Context: an optimization exercise on an open-source flow, tuned for a short achievable clock period and few clock cycles per item. The choices shown serve that exercise and are no tape-out recipe. In this exercise RTL edits were held to simulation tests only and were not proved equivalent to the original. Power and IR drop assume default switching activity.

--- design.v ---
`default_nettype none
package systolic_pkg;
	localparam int ELEM_W = 8;  
	localparam int DIM = 8;  
	localparam int WORD_W = DIM * ELEM_W;
	localparam int IDX_W = 8;
	localparam int K_W = 4;
	localparam int ROW_W = $clog2(DIM);  
	typedef logic [ELEM_W-1:0] elem_t;
	typedef elem_t lane_vec_t [DIM];  
	typedef logic [WORD_W-1:0] word_t;
	typedef logic [IDX_W-1:0] idx_t;
	typedef enum logic [2:0] {
		SEQ_IDLE,
		SEQ_FEED,
		SEQ_DRAIN,
		SEQ_WRITE,
		SEQ_DONE
	} seq_state_t;
endpackage
`default_nettype wire
`timescale 1ns/1ns
`default_nettype none
module pe (
	input wire clk,
	input wire rst,
	input logic clear_i,
	input systolic_pkg::elem_t data_i,
	input systolic_pkg::elem_t weight_i,
	output systolic_pkg::elem_t data_o,
	output systolic_pkg::elem_t weight_o,
	output systolic_pkg::elem_t acc_o
);
	systolic_pkg::elem_t acc_q;
	systolic_pkg::elem_t prod;
	assign prod = data_i * weight_i;  
	assign acc_o = acc_q;
	always_ff @(posedge clk or posedge rst) begin
		if (rst) begin
			data_o <= '0;
			weight_o <= '0;
			acc_q <= '0;
		end else begin
			data_o <= data_i;  
			weight_o <= weight_i;  
			if (clear_i) begin
				acc_q <= '0;
			end else begin
				acc_q <= acc_q + prod;
			end
		end
	end
endmodule
`default_nettype wire
`timescale 1ns/1ns
`default_nettype none
module skew_feeder (
	input wire clk,
	input wire rst,
	input logic feed_en_i,
	input systolic_pkg::word_t a_word_i,
	input systolic_pkg::word_t b_word_i,
	output logic [systolic_pkg::WORD_W-1:0] a_lane_o,
	output logic [systolic_pkg::WORD_W-1:0] b_lane_o
);
	localparam int DIM = systolic_pkg::DIM;
	localparam int ELEM_W = systolic_pkg::ELEM_W;
	localparam int WORD_W = systolic_pkg::WORD_W;
	logic [WORD_W-1:0] a_in;
	logic [WORD_W-1:0] b_in;
	always_comb begin
		for (int r = 0; r < DIM; r++) begin
			a_in[r*ELEM_W +: ELEM_W] = feed_en_i ? a_word_i[WORD_W-1-r*ELEM_W -: ELEM_W] : '0;
			b_in[r*ELEM_W +: ELEM_W] = feed_en_i ? b_word_i[WORD_W-1-r*ELEM_W -: ELEM_W] : '0;
		end
	end
	for (genvar r = 0; r < DIM; r++) begin : g_lane
		if (r == 0) begin : g_direct
			assign a_lane_o[r*ELEM_W +: ELEM_W] = a_in[r*ELEM_W +: ELEM_W];  
			assign b_lane_o[r*ELEM_W +: ELEM_W] = b_in[r*ELEM_W +: ELEM_W];
		end else begin : g_delay
			logic [r*ELEM_W-1:0] a_sr;  
			logic [r*ELEM_W-1:0] b_sr;
			always_ff @(posedge clk or posedge rst) begin
				if (rst) begin
					a_sr <= '0;
					b_sr <= '0;
				end else begin
					a_sr[0 +: ELEM_W] <= a_in[r*ELEM_W +: ELEM_W];
					b_sr[0 +: ELEM_W] <= b_in[r*ELEM_W +: ELEM_W];
					for (int i = 1; i < r; i++) begin
						a_sr[i*ELEM_W +: ELEM_W] <= a_sr[(i-1)*ELEM_W +: ELEM_W];
						b_sr[i*ELEM_W +: ELEM_W] <= b_sr[(i-1)*ELEM_W +: ELEM_W];
					end
				end
			end
			assign a_lane_o[r*ELEM_W +: ELEM_W] = a_sr[(r-1)*ELEM_W +: ELEM_W];  
			assign b_lane_o[r*ELEM_W +: ELEM_W] = b_sr[(r-1)*ELEM_W +: ELEM_W];
		end
	end
endmodule
`default_nettype wire
`timescale 1ns/1ns
`default_nettype none
module pe_array (
	input wire clk,
	input wire rst,
	input logic [systolic_pkg::WORD_W-1:0] a_lane_i,  
	input logic [systolic_pkg::WORD_W-1:0] b_lane_i,  
	input logic acc_clear_i,
	input logic [systolic_pkg::ROW_W-1:0] row_sel_i,
	output systolic_pkg::word_t row_data_o  
);
	localparam int DIM = systolic_pkg::DIM;
	localparam int ELEM_W = systolic_pkg::ELEM_W;
	logic [DIM-1:0][DIM:0][ELEM_W-1:0] d_net;
	logic [DIM:0][DIM-1:0][ELEM_W-1:0] w_net;
	logic [DIM-1:0][DIM-1:0][ELEM_W-1:0] acc;
	for (genvar r = 0; r < DIM; r++) begin : g_edge_a
		assign d_net[r][0] = a_lane_i[r*ELEM_W +: ELEM_W];
	end
	for (genvar c = 0; c < DIM; c++) begin : g_edge_b
		assign w_net[0][c] = b_lane_i[c*ELEM_W +: ELEM_W];
	end
	for (genvar r = 0; r < DIM; r++) begin : g_row
		for (genvar c = 0; c < DIM; c++) begin : g_col
			pe pe_inst (
				.clk(clk),
				.rst(rst),
				.clear_i(acc_clear_i),
				.data_i(d_net[r][c]),
				.weight_i(w_net[r][c]),
				.data_o(d_net[r][c+1]),
				.weight_o(w_net[r+1][c]),
				.acc_o(acc[r][c])
			);
		end
	end
	always_comb begin
		row_data_o = '0;
		for (int c = 0; c < DIM; c++) begin
			row_data_o[c*ELEM_W +: ELEM_W] = acc[row_sel_i][c];
		end
	end
endmodule
`default_nettype wire
`timescale 1ns/1ns
`default_nettype none
module array_sequencer #(
	parameter int MAX_K = 9
) (
	input wire clk,
	input wire rst,
	input logic start_i,
	input logic [systolic_pkg::K_W-1:0] k_i,
	output logic acc_clear_o,
	output logic [systolic_pkg::ROW_W-1:0] row_sel_o,
	input systolic_pkg::word_t row_data_i,
	output logic feed_en_o,
	output systolic_pkg::idx_t rd_index_o,
	output logic out_we_o,
	output systolic_pkg::idx_t out_index_o,
	output systolic_pkg::word_t out_wdata_o,
	output logic done_o
);
	localparam int K_W = systolic_pkg::K_W;
	localparam int ROW_W = systolic_pkg::ROW_W;
	localparam int DIM = systolic_pkg::DIM;
	typedef systolic_pkg::idx_t idx_t;
	typedef systolic_pkg::seq_state_t seq_state_t;
	localparam seq_state_t SEQ_IDLE = systolic_pkg::SEQ_IDLE;
	localparam seq_state_t SEQ_FEED = systolic_pkg::SEQ_FEED;
	localparam seq_state_t SEQ_DRAIN = systolic_pkg::SEQ_DRAIN;
	localparam seq_state_t SEQ_WRITE = systolic_pkg::SEQ_WRITE;
	localparam seq_state_t SEQ_DONE = systolic_pkg::SEQ_DONE;
	localparam logic [K_W-1:0] K_MAX = K_W'(MAX_K);
	localparam logic [K_W-1:0] DRAIN_LAST = K_W'(2 * (DIM - 1));
	localparam logic [K_W-1:0] WRITE_LAST = K_W'(DIM - 1);
	seq_state_t state_q;
	seq_state_t state_d;
	logic [K_W-1:0] cnt_q;  
	logic [K_W-1:0] k_q;
	logic [K_W-1:0] k_clamp;
	logic phase_last;
	always_comb begin
		if (k_i > K_MAX) begin
			k_clamp = K_MAX;
		end else if (k_i == '0) begin
			k_clamp = K_W'(1);  
		end else begin
			k_clamp = k_i;
		end
	end
	always_comb begin
		case (state_q)
			SEQ_FEED: phase_last = (cnt_q == k_q - K_W'(1));
			SEQ_DRAIN: phase_last = (cnt_q == DRAIN_LAST);
			SEQ_WRITE: phase_last = (cnt_q == WRITE_LAST);
			default: phase_last = 1'b1;
		endcase
	end
	always_comb begin
		state_d = state_q;
		case (state_q)
			SEQ_IDLE: begin
				if (start_i) begin
					state_d = SEQ_FEED;
				end
			end
			SEQ_FEED: begin
				if (phase_last) begin
					state_d = SEQ_DRAIN;
				end
			end
			SEQ_DRAIN: begin
				if (phase_last) begin
					state_d = SEQ_WRITE;
				end
			end
			SEQ_WRITE: begin
				if (phase_last) begin
					state_d = SEQ_DONE;
				end
			end
			default: state_d = SEQ_IDLE;  
		endcase
	end
	always_ff @(posedge clk or posedge rst) begin
		if (rst) begin
			state_q <= SEQ_IDLE;
			cnt_q <= '0;
			k_q <= '0;
		end else begin
			state_q <= state_d;
			if (state_q == SEQ_IDLE || state_d != state_q) begin
				cnt_q <= '0;
			end else begin
				cnt_q <= cnt_q + K_W'(1);
			end
			if (state_q == SEQ_IDLE && start_i) begin
				k_q <= k_clamp;  
			end
		end
	end
	assign feed_en_o = (state_q == SEQ_FEED);
	assign rd_index_o = feed_en_o ? idx_t'(cnt_q) : '0;
	assign row_sel_o = cnt_q[ROW_W-1:0];
	assign out_we_o = (state_q == SEQ_WRITE);
	assign out_index_o = out_we_o ? idx_t'(cnt_q) : '0;
	assign out_wdata_o = out_we_o ? row_data_i : '0;
	assign done_o = (state_q == SEQ_DONE);
	assign acc_clear_o = done_o;  
endmodule
`default_nettype wire
`timescale 1ns/1ns
`default_nettype none
module systolic_top #(
	parameter int MAX_K = 9
) (
	input wire clk,
	input wire rst,
	input logic start_i,
	input logic [systolic_pkg::K_W-1:0] k_i,
	input systolic_pkg::word_t a_rdata_i,  
	input systolic_pkg::word_t b_rdata_i,  
	output systolic_pkg::idx_t rd_index_o,
	output logic out_we_o,
	output systolic_pkg::idx_t out_index_o,
	output systolic_pkg::word_t out_wdata_o,
	output logic done_o
);
	logic [systolic_pkg::WORD_W-1:0] a_lane;
	logic [systolic_pkg::WORD_W-1:0] b_lane;
	logic acc_clear;
	logic [systolic_pkg::ROW_W-1:0] row_sel;
	systolic_pkg::word_t row_data;
	logic feed_en;
	skew_feeder skew_feeder_inst (
		.clk(clk),
		.rst(rst),
		.feed_en_i(feed_en),
		.a_word_i(a_rdata_i),
		.b_word_i(b_rdata_i),
		.a_lane_o(a_lane),
		.b_lane_o(b_lane)
	);
	pe_array pe_array_inst (
		.clk(clk),
		.rst(rst),
		.a_lane_i(a_lane),
		.b_lane_i(b_lane),
		.acc_clear_i(acc_clear),
		.row_sel_i(row_sel),
		.row_data_o(row_data)
	);
	array_sequencer #(
		.MAX_K(MAX_K)
	) array_sequencer_inst (
		.clk(clk),
		.rst(rst),
		.start_i(start_i),
		.k_i(k_i),
		.acc_clear_o(acc_clear),
		.row_sel_o(row_sel),
		.row_data_i(row_data),
		.feed_en_o(feed_en),
		.rd_index_o(rd_index_o),
		.out_we_o(out_we_o),
		.out_index_o(out_index_o),
		.out_wdata_o(out_wdata_o),
		.done_o(done_o)
	);
endmodule
`default_nettype wire
--- run.sh ---
#!/bin/bash
# synth_recipe.tcl (not shown) runs the flow's synth.tcl, then flattens the netlist and writes it again
# the make line also repeats each setting of config.mk as NAME=value (left out here)
make -C /OpenROAD-flow-scripts/flow DESIGN_CONFIG=/design/flow/config.mk WORK_HOME=/design/flow/orfs CLKGATE_MAP_FILE= SYNTH_SCRIPT=/design/flow/synth_recipe.tcl finish
--- config.mk ---
export PLATFORM = sky130hd
export DESIGN_NAME = systolic_top
export DESIGN_NICKNAME = systolic_top
export VERILOG_FILES = /design/flow/design.v
export SDC_FILE = /design/flow/constraint.sdc
export NUM_CORES = 4
export LEC_CHECK = 0
export CAP_MARGIN = 20
export CORE_MARGIN = 2
export CORE_UTILIZATION = 40
export SLEW_MARGIN = 20
--- constraint.sdc ---
create_clock -name core_clock -period 5.0 [get_ports {clk}]
set_input_delay 1.0000 -clock core_clock [delete_from_list [all_inputs] [get_ports {clk}]]
set_output_delay 1.0000 -clock core_clock [all_outputs]
set_load 0.01 [all_outputs]
==> run notes <==
routing by layer:
layer	GRT usage (%)	up-vias	routed length, um
met2	31.4	1175	135000
met4	6.56	34	10800
met5	0	-	218
met1	25.7	37200	126000
met3	2.77	466	12600
li1	-	34300	-
flip-flops by register name (all words and copies together) (netlist names):
| name | flops |
|---|---|
| skew_feeder_inst.g_lane.g_delay.a_sr | 224 |
| pe_array_inst.g_row.g_col.pe_inst.weight_o | 448 |
| pe_array_inst.g_row.g_col.pe_inst.data_o | 448 |
| array_sequencer_inst.k_q | 4 |
| pe_array_inst.g_row.g_col.pe_inst.acc_q | 512 |
| array_sequencer_inst.cnt_q | 4 |
| skew_feeder_inst.g_lane.g_delay.b_sr | 224 |
| array_sequencer_inst.state_q | 3 |
layout by cell type (no fill, tap or decap), types with 9 or more instances in the layout:
cell type        count
buf_12              32
a21o_1             128
xnor2_1            899
clkbuf_8            42
clkinv_2            41
buf_4               70
xor2_1             258
dfrtp_1           1864
nand2_1           1667
nor2_1             321
clkbuf_1            26
inv_6                9
a21oi_1            128
and3_1              12
bufinv_16           24
fa_1              1152
inv_1             2307
and2_1             763
mux2i_1             65
clkdlybuf4s50_1    208
mux4_2             128
clkbuf_16          217
ha_1              1090
nor2b_1            256
clkinvlp_4          18
per-stage QoR:
step / hold WS, ns / utilization, % / instances / power, mW / worst slack, ns
4_1_cts: 0.299 / 45.0 / 15900 / 73.7 / 0.0369
3_3_place_gp: 0.331 / 42.6 / 15500 / 56.4 / -0.373
5_1_grt: 0.313 / 45.0 / 15900 / 79.2 / -0.0136
6_report: 0.311 / 45.0 / 15900 / 72.6 / 0.194
2_1_floorplan: 0.331 / - / 11300 / 46.1 / -21.91
3_5_place_dp: 0.335 / 42.6 / 15500 / 57.0 / -0.340
kinds of logic (layout without fill, tap and decap cells):
logic type	Yosys count	after routing
compound gates	266	266
xor+xnor	1158	1158
fa+ha+maj	2242	2242
buf+inv	2501	3007
flops	1867	1867
mux	195	195
other cells	1	10
simple gates	3045	3045
layout make-up:
| cell class | count | area (sq um) |
|---|---|---|
| Timing Repair Buffer | 313 | 3320 |
| Fill cell | 28600 | 168000 |
| Antenna cell | 2 | 5.00 |
| Tap cell | 4100 | 5130 |
| Sequential cell | 1867 | 46700 |
| Clock buffer | 282 | 6030 |
| Clock inverter | 103 | 1290 |
| Inverter | 2309 | 8670 |
| Multi-Input combinational cell | 6914 | 66200 |
worst paths after layout:
kind                                                                          to  slack [ns]  cells after the start
worst max register to register  pe_array_inst.g_row[0].g_col[0].pe_inst.acc_q[7]        0.19                     17
worst max-delay path            pe_array_inst.g_row[0].g_col[0].pe_inst.acc_q[7]        0.19                     17
min in group asynchronous                             asynchronous set/reset pin        0.74                      2
worst min-delay path                 skew_feeder_inst.g_lane[3].g_delay.a_sr[20]        0.31                      0
max in group asynchronous            skew_feeder_inst.g_lane[7].g_delay.a_sr[46]        2.95                      4
worst min register to register       skew_feeder_inst.g_lane[3].g_delay.a_sr[20]        0.31                      0
repair_timing:
item,in CTS,in global routing
endpoints found under the setup margin,0,1
resized for setup,0,9
buffers inserted,0,4
where the power goes:
group	switching, mW	total, mW	internal, mW	leakage [nW]
Sequential	7.01	27.4	20.4	24.4
Clock	6.45	16.2	9.72	3.59
Combinational	15.7	29.0	13.3	41.6
==> flow_summary.ini <==
[detailed_routing]
drt_iter0_drc = 3530
wl_um = 285000
antenna_left = 0
routed-via-count = 73100
routedWlPerCell_um = 17.9
drc_errors = 0
firstDrtPassIters = 7
post_drt_via_cell_ratio = 4.60

[timing]
worst_clock_skew_ns = 0.0833
finalCritPeriodShare_pct = 96.1
relSlewSlack_pct = 34.4
fmax_mhz = 208
finalMaxSlewViolations = 0
hold_viol_final = 0
worstMarginPinSlew_ns = 0.984
period_needed_ns = 4.81
tns_ns = 0
setup_viol_count_final = 0

[clock_tree]
cts_tree = built
clock-sinks = 1867
cts_inserted_buffers = 212
cts-root-buf = clkbuf_16
clkLatencyLatePin_ns = 0.89
clk_pin_slew_ns = 0.06
cts.path.max_buffers = 4
cts-hold-fix-buffers = 0
h-tree-depth = 4

[critical_path]
critPathMaxFanout = 17
end_kind = flop
r2r_start = array_sequencer_inst.state_q[1]
critPathMostFrequentCell = fa_1
slowest_stage = fa_1
criticalPathCategory = reg -> reg
cp_top_family = adder cells
worstSetupStartpointType = flop
cp.required_ns = 5.74
cp.arrival_ns = 5.55
path_cells = nor3b_4 > buf_12 > buf_12 > and2_1 > nand2_1 > fa_1 > fa_1 > inv_1 > fa_1 > inv_1 > fa_1 > inv_1 > ha_1 > a21oi_2 > xnor3_1 > or3_1 > a21oi_2
max_stage_delay_ns = 0.53
critPathBufInv = 5
cp-startpoint = array_sequencer_inst.state_q[1]

[run]
max_cap_viol_count = 0

[yosys]
synth_top_family_by_area = adder cells
netlist_area_sq_mm = 0.122
synth_edf_count = 0
synth-seq-cells = 1867
synthSimpleGateAreaFrac_pct = 11.5
synthTopCellsByArea = dfrtp_1 (38%), fa_1 (19%), ha_1 (11%)
synth_xor_xnor_area_share_pct = 8.30
yosys.cell_types.count = 47
synth_fa_ha_area_share_pct = 30.0
synth_common_cells = inv_1 (2308), dfrtp_1 (1867), nand2_1 (1668)
synth_top_area_share_pct = 38.2
synthArstFlopShare_pct = 100
avgSynthCellArea_sq_um = 10.9
synth.most_common_cell = inv_1
synthesis.instances = 11300
synth_compound_area_share_pct = 1.36
synth.area.mux_share_pct = 2.91
synth_top_area_cell = dfrtp_1
yosys_warnings = 4
ys.flop_type = dfrtp_1
yosysSeqAreaShare_pct = 38.2

[power]
leakage_nw = 69.6
power_density_mw_per_mm2 = 528
max-vdd-ir-drop_uv = 351

[final_layout]
syn2layout_area_growth_pct = 12.3
nets = 14000
stdcell_area_sq_mm = 0.137
layout-drive-gt1-share_pct = 5.17

[die]
rows = 203
die_area_sq_mm = 0.310
die_x_um = 557
core_sq_mm = 0.305
initial_utilization_pct = 40.1
io_pins = 217
fp.dieH_um = 557

[global_route]
track_usage_pct = 19.1
grt_max_degree = 152
grt_pass1_wl_um = 460000
antenna_found_initial = 23
first_global_vias = 78900
grt-ovfl-total = 0

[min_path]
hold_path_class = reg -> reg
min_from = skew_feeder_inst.g_lane[3].g_delay.a_sr[12]

[run_status]
outcome = finished clean

[placement]
finalWeightedCongestion = 0.867
placed_area_sq_mm = 0.130
hpwl_um = 222000
port_buffers = 208
Testbench counts, summed over its fixed seeds: cycles 36,142, items 1,200.

## separate check: timing with driven ports
No port has a modelled driver above. Below, the same layout with a new extraction and two added sets of constraints.
Step 1, drivers: a clkbuf_16 drives clk and a buf_2 each remaining input, both assumed.
Step 2 also shifts input and output timing later by t, the mid clock arrival at the registers, as if the neighbouring blocks saw the same clock.
Three values: ideal ports, drivers, drivers and shift; two values: the first two.
shift t [ns]: 0.950
setup WS [ns]: 0.194 / 0.152 / -0.261
latest minus earliest clock arrival (ns): 0.084 / 0.085
slew at the worst register clock pin (ns): 0.07 / 0.07
cell pins on the clock port's net: 1
With both steps, setup timing fails in this run, where it was met with ideal ports. The setup slack of this run moves by -0.042 ns with the drivers and by -0.455 ns with both steps.
